Source: an optimization exercise on an open RTL-to-GDS flow (aim: small area, a short achievable clock period and few clock cycles per item). Production flows keep margins and buffers that such runs may drop.
The RTL was checked by simulation tests, not by an equivalence proof against the original design.
No activity file was given, so power comes from the tool's default toggle rates.

// nccLogTop
module nccLogTop (
	input logic clk,
	input logic rst,
	input logic [8:0] inBeat,
	input logic inValid,
	output logic inReady,
	output logic signed [19:0] score,
	output logic scoreValid,
	input logic scoreReady
);
	logic advance;
	logic [8:0] beatQ;
	logic beatValid;
	logic [8:0] skidBeat;
	logic skidValid;
	logic inStall;
	logic beatLoad;
	logic beatZero;
	logic [2:0] beatExp;
	logic [4:0] beatFrac;
	logic [3:0] fill;
	logic chainScore;
	logic pipeScore;
	logic descBeat;
	logic winBeat;
	logic shiftDesc;
	logic shiftWin;
	logic [nccPkg::PipeBits-1:0] pipe;
	assign advance = !scoreValid || scoreReady;
	assign beatLoad = advance || !beatValid;
	always_ff @(posedge clk) begin
		if (beatLoad) beatQ <= skidValid ? skidBeat : inBeat;
		if (!skidValid) skidBeat <= inBeat;
	end
	always_ff @(posedge clk or posedge rst) begin
		if (rst) begin
			beatValid <= 1'b0;
			skidValid <= 1'b0;
		end else if (beatLoad) begin
			beatValid <= skidValid || inValid;
			skidValid <= 1'b0;
  ...
Size: roughly 2300 cells after synthesis, about 290 flip-flops, roughly 35 I/O pins.
export LEC_CHECK = 0
export ABC_AREA = 1
export CAP_MARGIN = 20
export CORE_MARGIN = 2
export CORE_UTILIZATION = 60
export SLEW_MARGIN = 20
create_clock -name core_clock -period 10.0 [get_ports {clk}]
standard.sh (not shown) runs the stock make flow with config.mk's settings and CLKGATE_MAP_FILE= SYNTH_SCRIPT=/design/flow/synth_recipe.tcl, a recipe that flattens the netlist after the stock synthesis.
==> flow/flow/run.sh <==
#!/bin/bash
# The standard layout, with the port buffers made from buf_4 cells instead
# of the delay buffers buffer_ports picks by default, and timing repair
# asked to leave a setup margin.
set -euo pipefail
bash standard.sh BUFFER_PORTS_ARGS="-buffer_cell sky130_fd_sc_hd__buf_4" SETUP_SLACK_MARGIN=6.95 finish > standard.log 2>&1
The first run went through all stages and came out clean.
Testbench counts at the start, summed over its fixed seeds: cycles 3,360, items 2,848.
Then changed:
--- a/flow/flow/run.sh
+++ b/flow/flow/run.sh
@@ -6 +6 @@
-bash standard.sh BUFFER_PORTS_ARGS="-buffer_cell sky130_fd_sc_hd__buf_4" SETUP_SLACK_MARGIN=6.95 finish > standard.log 2>&1
+bash standard.sh BUFFER_PORTS_ARGS="-buffer_cell sky130_fd_sc_hd__buf_4" SETUP_SLACK_MARGIN=6.9 finish > standard.log 2>&1
- GPL_ROUTABILITY_DRIVEN: unset -> 0
Die area stays the same.
Sequential power stays flat.
Total power decreases by 2.6%.
Sequential share of layout area climbs by 0.41 points.
Register-to-register slack loses 0.02 ns.
Wire length goes down by 2.1%.
Then changed:
--- a/flow/flow/run.sh
+++ b/flow/flow/run.sh
@@ -6 +6 @@
-bash standard.sh BUFFER_PORTS_ARGS="-buffer_cell sky130_fd_sc_hd__buf_4" SETUP_SLACK_MARGIN=6.9 finish > standard.log 2>&1
+bash standard.sh BUFFER_PORTS_ARGS="-buffer_cell sky130_fd_sc_hd__buf_4" SETUP_SLACK_MARGIN=6.85 finish > standard.log 2>&1
- GPL_ROUTABILITY_DRIVEN: 0 -> unset
The changed run completed without violations.
Power came out higher by 0.83%.
Combinational power goes down by about 0.9%.
Wire length goes down by about 1.1%.
Area after synthesis does not change.


## run 1
nccLogTop, a different RTL version from the one above (not shown whole).
Size in the first run: roughly 2000 cells after synthesis, about 290 flip-flops, ~0.020 mm² of cells after synthesis.
==> flow/config.mk <==
export PLATFORM = sky130hd
export DESIGN_NAME = nccLogTop
export DESIGN_NICKNAME = nccLogTop
export VERILOG_FILES = /design/flow/design.v
export SDC_FILE = /design/flow/constraint.sdc
export NUM_CORES = 4
export LEC_CHECK = 0
export CAP_MARGIN = 20
export CORE_MARGIN = 2
export CORE_UTILIZATION = 60
export SLEW_MARGIN = 20
==> flow/constraint.sdc <==
create_clock -name core_clock -period 10.0 [get_ports {clk}]
set_input_delay 2.0000 -clock core_clock [delete_from_list [all_inputs] [get_ports {clk}]]
set_output_delay 2.0000 -clock core_clock [all_outputs]
set_load 0.01 [all_outputs]
==> flow/flow/run.sh <==
#!/bin/bash
# The standard layout, with the port buffers made from buf_4 cells instead
# of the delay buffers buffer_ports picks by default, and timing repair
# asked to leave a setup margin.
set -euo pipefail
bash standard.sh BUFFER_PORTS_ARGS="-buffer_cell sky130_fd_sc_hd__buf_4" SETUP_SLACK_MARGIN=6.9 finish > standard.log 2>&1
Testbench counts of run 1, summed over its fixed seeds: cycles 3,360, items 2,848.
### run 1 -> run 2
- an added ABC_AREA of 1
Notes after the runs:
When run 2 is set beside run 1, its site row count turns out to be about 1.5% smaller.
Run 2 — fmax 18 MHz higher, run 1 as reference
Run 2 vs. run 1: synthesized cell count went up by 219.
Multiplexer share of the synthesized area sits lower in run 2 than in run 1.
Changes observed in run 2 relative to run 1: net count after synthesis moved up, simple-gate area share of the yosys netlist has increased, die span in x fell by 1.0%, share of the clock period used by the worst path after layout now smaller.
Run 2 vs. run 1: register-to-register slack +0.18 ns; power per cell area now larger.
### run 2 -> run 3
- CORE_UTILIZATION: 60 -> 40
Notes after the runs:
- Relative to run 2, utilization after layout has decreased by 23 points in run 3.
- Sort run 3 and run 2 by area of all placed cells without fillers, descending, and run 3 comes first.
- Clock power: run 3 worse than run 2
- Critical path capture point = taps.logSum[6]: run 2; critical path capture point = inReady: run 3


RTL: one of the versions met above, not the one the previous note started from.
Size: about 2300 cells after synthesis, roughly 290 flip-flops.
Design nccLogTop, start of the top module:
module nccLogTop (
	input logic clk,
	input logic rst,
	input logic [8:0] inBeat,
	input logic inValid,
	output logic inReady,
	output logic signed [19:0] score,
	output logic scoreValid,
	input logic scoreReady
);
	logic advance;
	logic [8:0] beatQ;
	logic beatValid;
	logic [8:0] skidBeat;
	logic skidValid;
	logic inStall;
	logic beatLoad;
	logic beatZero;
	logic [2:0] beatExp;
	logic [4:0] beatFrac;
	logic [3:0] fill;
	logic chainScore;
	logic pipeScore;
	logic descBeat;
	logic winBeat;
	logic shiftDesc;
	logic shiftWin;
	logic [nccPkg::PipeBits-1:0] pipe;
	assign advance = !scoreValid || scoreReady;
	assign beatLoad = advance || !beatValid;
	always_ff @(posedge clk) begin
		if (beatLoad) beatQ <= skidValid ? skidBeat : inBeat;
		if (!skidValid) skidBeat <= inBeat;
	end
	always_ff @(posedge clk or posedge rst) begin
		if (rst) begin
			beatValid <= 1'b0;
			skidValid <= 1'b0;
		end else if (beatLoad) begin
			beatValid <= skidValid || inValid;
			skidValid <= 1'b0;
		end else if (inValid && !skidValid) begin
			skidValid <= 1'b1;
		end
	end
	always_ff @(posedge clk or posedge rst) begin
		if (rst) begin
			inStall <= 1'b0;
		end else if (beatLoad) begin
			inStall <= 1'b0;
		end else if (inValid) begin
			inStall <= 1'b1;
		end
	end
	assign inReady = !inStall;
	logDecode decode (
		.mag(beatQ[8] ? {1'b0, beatQ[6:0]} : beatQ[7:0]),
		.zero(beatZero), .exp(beatExp), .frac(beatFrac));
  ...
export LEC_CHECK = 0
export ABC_AREA = 1
export CAP_MARGIN = 20
export CORE_MARGIN = 2
export CORE_UTILIZATION = 60
export CTS_BUF_LIST = sky130_fd_sc_hd__clkbuf_4 sky130_fd_sc_hd__clkbuf_16
export SLEW_MARGIN = 20
create_clock -name core_clock -period 10.0 [get_ports {clk}]
Scripts as last shown in full above: flow/flow/run.sh
The starting point went through all stages and came out clean.
Testbench counts at the start, summed over its fixed seeds: cycles 3,360, items 2,848.
Then changed:
- CORE_UTILIZATION: 60 -> 50
- CTS_BUF_LIST: sky130_fd_sc_hd__clkbuf_4 sky130_fd_sc_hd__clkbuf_16 -> not set
Outcome: Total power decreases by 0.93%; synthesized area stays the same; clock skew increases by 0.0096 ns; core utilization decreases by 11 points; sequential share of layout area is about the same; cell count increases by 2.7%.


Starting RTL as in the previous note.
Design nccLogTop, start of the top module:
module nccLogTop (
	input logic clk,
	input logic rst,
	input logic [8:0] inBeat,
	input logic inValid,
	output logic inReady,
	output logic signed [19:0] score,
	output logic scoreValid,
	input logic scoreReady
);
clock: 10.0 ns
lec_check: 0
abc_area: 1
cap_margin: 20
core_margin: 2
core_utilization: 60
slew_margin: 20
==> flow/flow/run.sh <==
#!/bin/bash
# The standard layout, with the port buffers made from buf_4 cells instead
# of the delay buffers buffer_ports picks by default, and timing repair
# asked to leave a setup margin.
set -euo pipefail
bash standard.sh BUFFER_PORTS_ARGS="-buffer_cell sky130_fd_sc_hd__buf_4" SETUP_SLACK_MARGIN=6.8 finish > standard.log 2>&1
The baseline completed with no timing, DRC or antenna violations.
Testbench counts at the start, summed over its fixed seeds: cycles 3,360, items 2,848.
Edit:
--- a/flow/flow/run.sh
+++ b/flow/flow/run.sh
@@ -6 +6 @@
-bash standard.sh BUFFER_PORTS_ARGS="-buffer_cell sky130_fd_sc_hd__buf_4" SETUP_SLACK_MARGIN=6.8 finish > standard.log 2>&1
+bash standard.sh BUFFER_PORTS_ARGS="-buffer_cell sky130_fd_sc_hd__buf_4" SETUP_SLACK_MARGIN=6.9 finish > standard.log 2>&1
TNS_END_PERCENT = 0   (was default)
Result: The new run completed with no timing, DRC or antenna violations; die area is unchanged; routed wire length fell slightly; design area went down slightly; fmax goes down by a few percent; area after synthesis does not change; via count went down slightly; count of clock-buffer cells in the layout fell by 5; power goes down by a few percent; register-to-register slack degrades by 0.09 ns; utilization decreases by 1.1 points; synthesized cell count is unchanged.
Edit:
CORE_UTILIZATION = 70   (was 60)
TNS_END_PERCENT = default   (was 0)
What happened: Area after synthesis is unchanged; final cell count shrinks by 0.94%; via count climbs by 5.6%; cell area came out higher by 3.3%.


nccLogTop again, from the RTL that the note above started with.
==> flow/config.mk <==
export PLATFORM = sky130hd
export DESIGN_NAME = nccLogTop
export DESIGN_NICKNAME = nccLogTop
export VERILOG_FILES = /design/flow/design.v
export SDC_FILE = /design/flow/constraint.sdc
export NUM_CORES = 4
export LEC_CHECK = 0
export ABC_AREA = 1
export CAP_MARGIN = 20
export CORE_MARGIN = 2
export CORE_UTILIZATION = 60
export SLEW_MARGIN = 20
export TNS_END_PERCENT = 20
==> flow/constraint.sdc <==
create_clock -name core_clock -period 10.0 [get_ports {clk}]
set_input_delay 2.0000 -clock core_clock [delete_from_list [all_inputs] [get_ports {clk}]]
set_output_delay 2.0000 -clock core_clock [all_outputs]
set_load 0.01 [all_outputs]
==> flow/flow/run.sh <==
#!/bin/bash
# The standard layout, with the port buffers made from buf_4 cells instead
# of the delay buffers buffer_ports picks by default, and timing repair
# asked to leave a setup margin.
set -euo pipefail
bash standard.sh BUFFER_PORTS_ARGS="-buffer_cell sky130_fd_sc_hd__buf_4" SETUP_SLACK_MARGIN=6.9 finish > standard.log 2>&1
Testbench counts at the start, summed over its fixed seeds: cycles 3,360, items 2,848.
Change:
Settings changed: TNS_END_PERCENT 20 to not set.
What happened: The new run passed the timing, DRC and antenna checks. Critical path depth falls by 3. Fmax increases by about 0.8%. Power went down by about 0.7%. Final area came out higher by 1.2%. Via count is about the same. Setup slack gains 24 ps.
Change:
Settings changed: PLACE_DENSITY set to 0.75.
Effect:
- The changed run finished clean
- worst hold slack is better by 3.6 ps
- first-iteration DRC count rose by about 37%
- sequential share of layout area stays flat
- non-clock buffer count fell by 12
- clock power barely changes

static timing again, ports no longer ideal:
No port has a modelled driver above. Below, the same layouts with a new extraction and two added sets of constraints.
Step 1 (the two cells are an assumption about what drives the block):
set clk [get_ports {clk}]
set_driving_cell -lib_cell sky130_fd_sc_hd__clkbuf_16 $clk
set_driving_cell -lib_cell sky130_fd_sc_hd__buf_2 [delete_from_list [all_inputs] $clk]
Step 2 moves the port delays by t, midway between the first and last clock arrival at a register: inputs arrive t later, outputs are due t later. That takes back most of the time a late clock gives input paths.
a / b / c = ideal ports / drivers / drivers and shift; a / b = the first two.
run | shift t [ns] | slack for setup (ns) | worst hold slack (ns) | worst setup path at the end | worst slew at a driven data input, ns
the first run of note 1 | 0.556 | 6.947 / 6.893 / 6.530 | 0.452 / 0.452 / 0.452 | input to register | 0.03
the second run of note 1 | 0.557 | 6.944 / 6.892 / 6.490 | 0.450 / 0.450 / 0.450 | input to register | 0.03
the third run of note 1 | 0.559 | 6.827 / 6.827 / 6.355 | 0.454 / 0.454 / 0.454 | input to register | 0.04
run 1 | 0.591 | 6.707 / 6.707 / 6.424 | 0.474 / 0.474 / 0.474 | input to register | 0.04
run 2 | 0.562 | 6.892 / 6.851 / 6.490 | 0.453 / 0.453 / 0.453 | input to register | 0.03
run 3 | 0.605 | 6.824 / 6.769 / 6.444 | 0.453 / 0.453 / 0.453 | input to register | 0.05
the first run of note 3 | 0.557 | 6.948 / 6.895 / 6.500 | 0.450 / 0.450 / 0.450 | input to register | 0.03
the second run of note 3 | 0.580 | 6.875 / 6.865 / 6.322 | 0.449 / 0.449 / 0.449 | input to register | 0.03
the first run of note 4 | 0.560 | 6.898 / 6.885 / 6.363 | 0.454 / 0.454 / 0.454 | input to register | 0.03
the second run of note 4 | 0.622 | 6.834 / 6.830 / 6.259 | 0.450 / 0.450 / 0.450 | input to register | 0.04
the third run of note 4 | 0.617 | 6.818 / 6.818 / 6.434 | 0.456 / 0.456 / 0.456 | input to register | 0.03
the first run of note 5 | 0.558 | 6.925 / 6.896 / 6.393 | 0.450 / 0.450 / 0.450 | input to register | 0.03
the second run of note 5 | 0.555 | 6.950 / 6.897 / 6.513 | 0.450 / 0.450 / 0.450 | input to register | 0.03
the third run of note 5 | 0.624 | 6.869 / 6.819 / 6.399 | 0.453 / 0.453 / 0.453 | input to register | 0.03
After both steps every run listed still meets setup and hold. For the second run of note 4, which loses most, drivers alone change the setup slack by -0.004 ns; drivers and shift together by -0.575 ns.
